Context: an optimization exercise on an open-source flow, tuned for small area. The choices shown serve that exercise and are no tape-out recipe. RTL that was checked went through simulation tests only; none was proved equivalent to the original.

==> xenon: inputs <==
## midi_synth_top
module midi_synth_top #(
    parameter int NUM_VOICES    = 4,
    parameter int ATTACK_TIME   = 4,
    parameter int SUSTAIN_TIME  = 40,
    parameter int REL_TIME      = 8,
    parameter int SAMPLE_DIVIDE = 16
) (
    input  logic                        clk,
    input  logic                        reset,
    input  logic [7:0]                  midi_byte,
    input  logic                        midi_valid,
    input  logic [15:0]                 sustain_inc,
    output logic signed [15:0]          mix_sample,
    output logic                        mix_valid,
    output logic [NUM_VOICES-1:0]       voice_on,
    output logic [NUM_VOICES-1:0][7:0]  voice_gain
);
==> module voice_oscillator, before the edit <==
module voice_oscillator #(
    parameter int NUM_VOICES = 4
) (
    input  logic                       clk,
    input  logic                       started,      
    input  logic                       tick,         
    input  logic                       wpass,        
    input  logic [1:0]                 slot,         
    input  logic [NUM_VOICES-1:0][5:0] voice_note,
    output logic [15:0]                head_phase,   
    output logic [NUM_VOICES-1:0]      zero_crossing
);
    function automatic [14:0] semitone_inc(input logic [3:0] semitone);
        case (semitone)
            4'd0:    semitone_inc = 15'd15257;
            4'd1:    semitone_inc = 15'd16164;
            4'd2:    semitone_inc = 15'd17125;
            4'd3:    semitone_inc = 15'd18143;
            4'd4:    semitone_inc = 15'd19222;
            4'd5:    semitone_inc = 15'd20365;
            4'd6:    semitone_inc = 15'd21576;
            4'd7:    semitone_inc = 15'd22859;
            4'd8:    semitone_inc = 15'd24218;
            4'd9:    semitone_inc = 15'd25658;
            4'd10:   semitone_inc = 15'd27184;
            default: semitone_inc = 15'd28800;
        endcase
    endfunction
    function automatic [19:0] note_inc(input logic [5:0] idx);
        logic [3:0]  semi;
        logic [5:0]  oct;      
        logic [14:0] t;
        semi = 4'd0;
        oct  = 6'd0;
        for (int i = 1; i < 64; i++) begin
            if (idx == 6'(i)) begin
                semi = 4'((i - 1) % 12);
                oct  = 6'(1 << ((i - 1) / 12));
            end
        end
        t = semitone_inc(semi);
        note_inc = '0;
        for (int k = 0; k < 6; k++) note_inc = note_inc | ({20{oct[k]}} & (20'(t) << k));
    endfunction
    logic [3:0][24:0] ring;     
    logic [5:0]       n1, n2, n3;     
    logic [5:0]       note;
    logic [19:0]      inc;
    logic [23:0]      sum;
    logic             carry_next;
    always_ff @(posedge clk) begin
        n3 <= voice_note[3];
        n2 <= tick ? voice_note[2] : n3;
        n1 <= tick ? voice_note[1] : n2;
    end
    assign note = (slot == 2'd0) ? voice_note[0] : n1;
    assign inc  = wpass ? note_inc(note) : 20'd0;
    always_comb begin
        logic c, k;
        c = 1'b0;
        k = 1'b0;
        for (int i = 0; i < 24; i++) begin
            if (i < 20) begin
                sum[i] = ring[0][i] ^ inc[i] ^ c;
                c = (ring[0][i] & inc[i]) | (c & (ring[0][i] ^ inc[i]));
                k = (sum[i] & inc[i]) | (k & (sum[i] ^ inc[i]));
            end else begin
                sum[i] = ring[0][i] ^ c;
                c = ring[0][i] & c;
                if (i < 23) k = k & sum[i];
            end
        end
        carry_next = k;
    end
    always_ff @(posedge clk) begin
        ring[2:0] <= ring[3:1];
        if (!started || (wpass && note == 6'd0)) ring[3][23:0] <= '0;
        else                                     ring[3][23:0] <= sum;
        if (!started)   ring[3][24] <= 1'b0;
        else if (wpass) ring[3][24] <= (note != 6'd0) && carry_next;
        else            ring[3][24] <= ring[0][24];
    end
    for (genvar v = 0; v < NUM_VOICES; v++) begin : g_zc
        always_ff @(posedge clk) begin
            if (tick) zero_crossing[v] <= ring[v][24];
        end
    end
    assign head_phase = ring[0][23:8];
endmodule
==> module voice_mixer, before the edit <==
module voice_mixer #(
    parameter int NUM_VOICES    = 4,
    parameter int SAMPLE_DIVIDE = 1024
) (
    input  logic                        clk,
    input  logic                        reset,
    input  logic [15:0]                 head_phase,
    input  logic [NUM_VOICES-1:0][7:0]  voice_gain,
    output logic                        started,
    output logic                        tick,
    output logic                        wpass,
    output logic [1:0]                  slot,
    output logic signed [15:0]          mix_sample,
    output logic                        mix_valid
);
    localparam int DIV_W = $clog2(SAMPLE_DIVIDE);
    logic [DIV_W-1:0] div_count;
    logic [DIV_W-1:0] div_inc;
    logic [7:0]       ga, gb;        
    logic [7:0]       g;
    logic [17:0]      acc;
    logic [17:0]      a;
    logic [17:0]      nxt;
    always_comb begin
        logic c;
        c = 1'b1;
        for (int i = 0; i < DIV_W; i++) begin
            div_inc[i] = div_count[i] ^ c;
            c = div_count[i] & c;
        end
    end
    always_ff @(posedge clk) begin
        if (reset) begin
            div_count <= '0;
            started   <= 1'b0;
        end else begin
            if (div_count == DIV_W'(SAMPLE_DIVIDE - 1)) begin
                div_count <= '0;
                started   <= 1'b1;
            end else begin
                div_count <= div_inc;
            end
        end
    end
    assign tick  = started && (div_count == '0);
    assign wpass = started && (div_count[DIV_W-1:2] == '0);
    assign slot  = div_count[1:0];
    always_ff @(posedge clk) begin
        gb <= voice_gain[3];
        ga <= (slot == 2'd1) ? voice_gain[2] : gb;
    end
    assign g = (slot == 2'd0) ? voice_gain[0] : (slot == 2'd1) ? voice_gain[1] : ga;
    assign a = (slot == 2'd0) ? 18'd177152 : acc;
    mixer_mac mac_i (.u(head_phase), .g, .a, .nxt);
    always_ff @(posedge clk) begin
        if (slot == 2'd3 && nxt[17] && !(nxt[16] && nxt[15]))      acc <= 18'h38000;
        else if (slot == 2'd3 && !nxt[17] && (nxt[16] || nxt[15])) acc <= 18'h07fff;
        else                                                        acc <= nxt;
    end
    always_ff @(posedge clk) begin
        if (reset) mix_valid <= 1'b0;
        else       mix_valid <= wpass && (slot == 2'd3);
    end
    assign mix_sample = acc[15:0];
endmodule
make LEC_CHECK=0 CAP_MARGIN=20 CORE_MARGIN=2 CORE_UTILIZATION=65 CTS_BUF_LIST=sky130_fd_sc_hd__clkbuf_4 CTS_CLUSTER_SIZE=20 SLEW_MARGIN=20 finish   # period 12.0 ns
run.sh (not shown) runs the stock make flow with config.mk's settings and CLKGATE_MAP_FILE= SYNTH_SCRIPT=/design/flow/synth_recipe.tcl, a recipe that flattens the netlist after the stock synthesis.
==> lagoon: changes against xenon <==
--- a/flow/design.v
+++ b/flow/design.v
@@ -226,33 +226,69 @@
 );
-    function automatic [14:0] semitone_inc(input logic [3:0] semitone);
-        case (semitone)
-            4'd0:    semitone_inc = 15'd15257;
-            4'd1:    semitone_inc = 15'd16164;
-            4'd2:    semitone_inc = 15'd17125;
-            4'd3:    semitone_inc = 15'd18143;
-            4'd4:    semitone_inc = 15'd19222;
-            4'd5:    semitone_inc = 15'd20365;
-            4'd6:    semitone_inc = 15'd21576;
-            4'd7:    semitone_inc = 15'd22859;
-            4'd8:    semitone_inc = 15'd24218;
-            4'd9:    semitone_inc = 15'd25658;
-            4'd10:   semitone_inc = 15'd27184;
-            default: semitone_inc = 15'd28800;
-        endcase
-    endfunction
     function automatic [19:0] note_inc(input logic [5:0] idx);
-        logic [3:0]  semi;
-        logic [5:0]  oct;      
-        logic [14:0] t;
-        semi = 4'd0;
-        oct  = 6'd0;
-        for (int i = 1; i < 64; i++) begin
-            if (idx == 6'(i)) begin
-                semi = 4'((i - 1) % 12);
-                oct  = 6'(1 << ((i - 1) / 12));
-            end
-        end
-        t = semitone_inc(semi);
-        note_inc = '0;
-        for (int k = 0; k < 6; k++) note_inc = note_inc | ({20{oct[k]}} & (20'(t) << k));
+        case (idx)
+            6'd1: note_inc = 20'd15257;
+            6'd2: note_inc = 20'd16164;
+            6'd3: note_inc = 20'd17125;
+            6'd4: note_inc = 20'd18143;
+            6'd5: note_inc = 20'd19222;
+            6'd6: note_inc = 20'd20365;
+            6'd7: note_inc = 20'd21576;
+            6'd8: note_inc = 20'd22859;
+            6'd9: note_inc = 20'd24218;
+            6'd10: note_inc = 20'd25658;
+            6'd11: note_inc = 20'd27184;
+            6'd12: note_inc = 20'd28800;
+            6'd13: note_inc = 20'd30514;
+            6'd14: note_inc = 20'd32328;
+            6'd15: note_inc = 20'd34250;
+            6'd16: note_inc = 20'd36286;
+            6'd17: note_inc = 20'd38444;
+            6'd18: note_inc = 20'd40730;
+            6'd19: note_inc = 20'd43152;
+            6'd20: note_inc = 20'd45718;
+            6'd21: note_inc = 20'd48436;
+            6'd22: note_inc = 20'd51316;
+            6'd23: note_inc = 20'd54368;
+            6'd24: note_inc = 20'd57600;
+            6'd25: note_inc = 20'd61028;
+            6'd26: note_inc = 20'd64656;
+            6'd27: note_inc = 20'd68500;
+            6'd28: note_inc = 20'd72572;
+            6'd29: note_inc = 20'd76888;
+            6'd30: note_inc = 20'd81460;
+            6'd31: note_inc = 20'd86304;
+            6'd32: note_inc = 20'd91436;
+            6'd33: note_inc = 20'd96872;
+            6'd34: note_inc = 20'd102632;
+            6'd35: note_inc = 20'd108736;
+            6'd36: note_inc = 20'd115200;
+            6'd37: note_inc = 20'd122056;
+            6'd38: note_inc = 20'd129312;
+            6'd39: note_inc = 20'd137000;
+            6'd40: note_inc = 20'd145144;
+            6'd41: note_inc = 20'd153776;
+            6'd42: note_inc = 20'd162920;
+            6'd43: note_inc = 20'd172608;
+            6'd44: note_inc = 20'd182872;
+            6'd45: note_inc = 20'd193744;
+            6'd46: note_inc = 20'd205264;
+            6'd47: note_inc = 20'd217472;
+            6'd48: note_inc = 20'd230400;
+            6'd49: note_inc = 20'd244112;
+            6'd50: note_inc = 20'd258624;
+            6'd51: note_inc = 20'd274000;
+            6'd52: note_inc = 20'd290288;
+            6'd53: note_inc = 20'd307552;
+            6'd54: note_inc = 20'd325840;
+            6'd55: note_inc = 20'd345216;
+            6'd56: note_inc = 20'd365744;
+            6'd57: note_inc = 20'd387488;
+            6'd58: note_inc = 20'd410528;
+            6'd59: note_inc = 20'd434944;
+            6'd60: note_inc = 20'd460800;
+            6'd61: note_inc = 20'd488224;
+            6'd62: note_inc = 20'd517248;
+            6'd63: note_inc = 20'd548000;
+            default: note_inc = 20'd0;
+        endcase
     endfunction
@@ -272,5 +308,4 @@
     always_comb begin
-        logic c, k;
+        logic c;
         c = 1'b0;
-        k = 1'b0;
         for (int i = 0; i < 24; i++) begin
@@ -279,3 +314,2 @@
                 c = (ring[0][i] & inc[i]) | (c & (ring[0][i] ^ inc[i]));
-                k = (sum[i] & inc[i]) | (k & (sum[i] ^ inc[i]));
             end else begin
@@ -283,6 +317,13 @@
                 c = ring[0][i] & c;
-                if (i < 23) k = k & sum[i];
             end
         end
-        carry_next = k;
+    end
+    always_comb begin
+        logic k;
+        k = 1'b0;
+        for (int i = 1; i < 23; i++) begin
+            if (i <= 20) k = (ring[0][i] & inc[i-1]) | (k & (ring[0][i] ^ inc[i-1]));
+            else         k = k & ring[0][i];
+        end
+        carry_next = k & ~(sum[23] ^ ring[0][23]);
     end
@@ -358,5 +399,8 @@
     always_ff @(posedge clk) begin
-        if (slot == 2'd3 && nxt[17] && !(nxt[16] && nxt[15]))      acc <= 18'h38000;
-        else if (slot == 2'd3 && !nxt[17] && (nxt[16] || nxt[15])) acc <= 18'h07fff;
-        else                                                        acc <= nxt;
+        if (!wpass && slot == 2'd0) begin
+            if (acc[17] && !(acc[16] && acc[15]))       acc <= 18'h38000;
+            else if (!acc[17] && (acc[16] || acc[15])) acc <= 18'h07fff;
+        end else begin
+            acc <= nxt;
+        end
     end
@@ -364,3 +408,3 @@
         if (reset) mix_valid <= 1'b0;
-        else       mix_valid <= wpass && (slot == 2'd3);
+        else       mix_valid <= started && (div_count == DIV_W'(NUM_VOICES));
     end
==> flow/flow/run.sh (new file) <==
#!/bin/bash
# The standard layout, except that the input and output ports are buffered with the
# smallest buffer cell instead of the one buffer_ports picks by itself.
set -euo pipefail
export BUFFER_PORTS_ARGS="-buffer_cell sky130_fd_sc_hd__buf_1"
bash standard.sh > standard.log 2>&1
==> flow/standard.sh (new file) <==
#!/bin/bash
# synth_recipe.tcl (not shown) runs the flow's synth.tcl, then flattens the netlist and writes it again
# the make line also repeats each setting of config.mk as NAME=value (left out here)
make -C /OpenROAD-flow-scripts/flow DESIGN_CONFIG=/design/flow/config.mk WORK_HOME=/design/flow/orfs CLKGATE_MAP_FILE= SYNTH_SCRIPT=/design/flow/synth_recipe.tcl "${@:-finish}"
- ABC_AREA: unset -> 1
removed: flow/run.sh
==> flow_summary.ini <==
[status]
status = finished clean

[cells_and_area]
seq_share_pct = 30.87
multi_input_area_share_pct = 53.40
utilization_pct = 73.84
layout_commonest_cell = dfxtp_1
nNetsFinal = 2478
stdcell_area_um2 = 21890
drive_above_1_share_pct = 12.69

[floorplanning]
fp.coreArea_um2 = 29640
num_tap_cells = 390
die_x_um = 177.6

[power_and_ir_drop]
sequentialPowerShare_pct = 35.0
top_power_group = combinational cells

[critical_path]
crit_arrival_ns = 12.15
cp.buffers_inverters = 6

[detailed_routing]
drt-wirelength-per-cell_um = 18.24

[synthesis]
synth_common_cells = dfxtp_1 (273), nand2_1 (190), inv_1 (160), nor2_1 (143), ha_1 (132)
synth_xor_area_share_pct = 4.558

[sta]
fin_crit_ns = 11.50

[min_path]
hp-start = osc_i.ring[31]
That was xenon.
==> flow_summary.ini <==
[floorplanning]
num_tap_cells = 384
fp.coreArea_um2 = 28630

[min_path]
hp-start = osc_i.ring[94]

[cells_and_area]
nNetsFinal = 2636
utilization_pct = 71.50
drive_above_1_share_pct = 7.364
seq_share_pct = 33.89
stdcell_area_um2 = 20470
multi_input_area_share_pct = 50.07
layout_commonest_cell = nand2_1

[critical_path]
cp.buffers_inverters = 3
crit_arrival_ns = 11.81

[status]
status = finished clean

[power_and_ir_drop]
top_power_group = registers
p_sw_mw = 1.214
sequentialPowerShare_pct = 36.5

[detailed_routing]
drt-wirelength-per-cell_um = 16.78

[sta]
fin_crit_ns = 11.33

[synthesis]
synth_common_cells = nand2_1 (482), inv_1 (317), dfxtp_1 (255), nor2_1 (170), a21oi_1 (147)
synth_xor_area_share_pct = 5.068
That was lagoon.
No functional check of the RTL was part of xenon.

-- static timing again, ports no longer ideal --
How much do the figures lean on ideal ports? The routed layouts below were timed once more, with nothing changed but the port constraints.
Step 1: set_driving_cell puts a clkbuf_16 on clk and a buf_2 on each other input, an assumption about the parent block.
Step 2 also shifts input and output timing later by t, the mid clock arrival at the registers, as if the neighbouring blocks saw the same clock.
Three values: ideal, step 1, step 2; two values: the first two.
run | shift t [ns] | setup slack, ns | slew at the worst register clock pin (ns)
xenon | 0.788 | 0.501 / 0.501 / 0.501 | 0.07 / 0.07
lagoon | 0.760 | 0.669 / 0.669 / 0.669 | 0.07 / 0.07
After both steps every run listed still meets setup and hold.
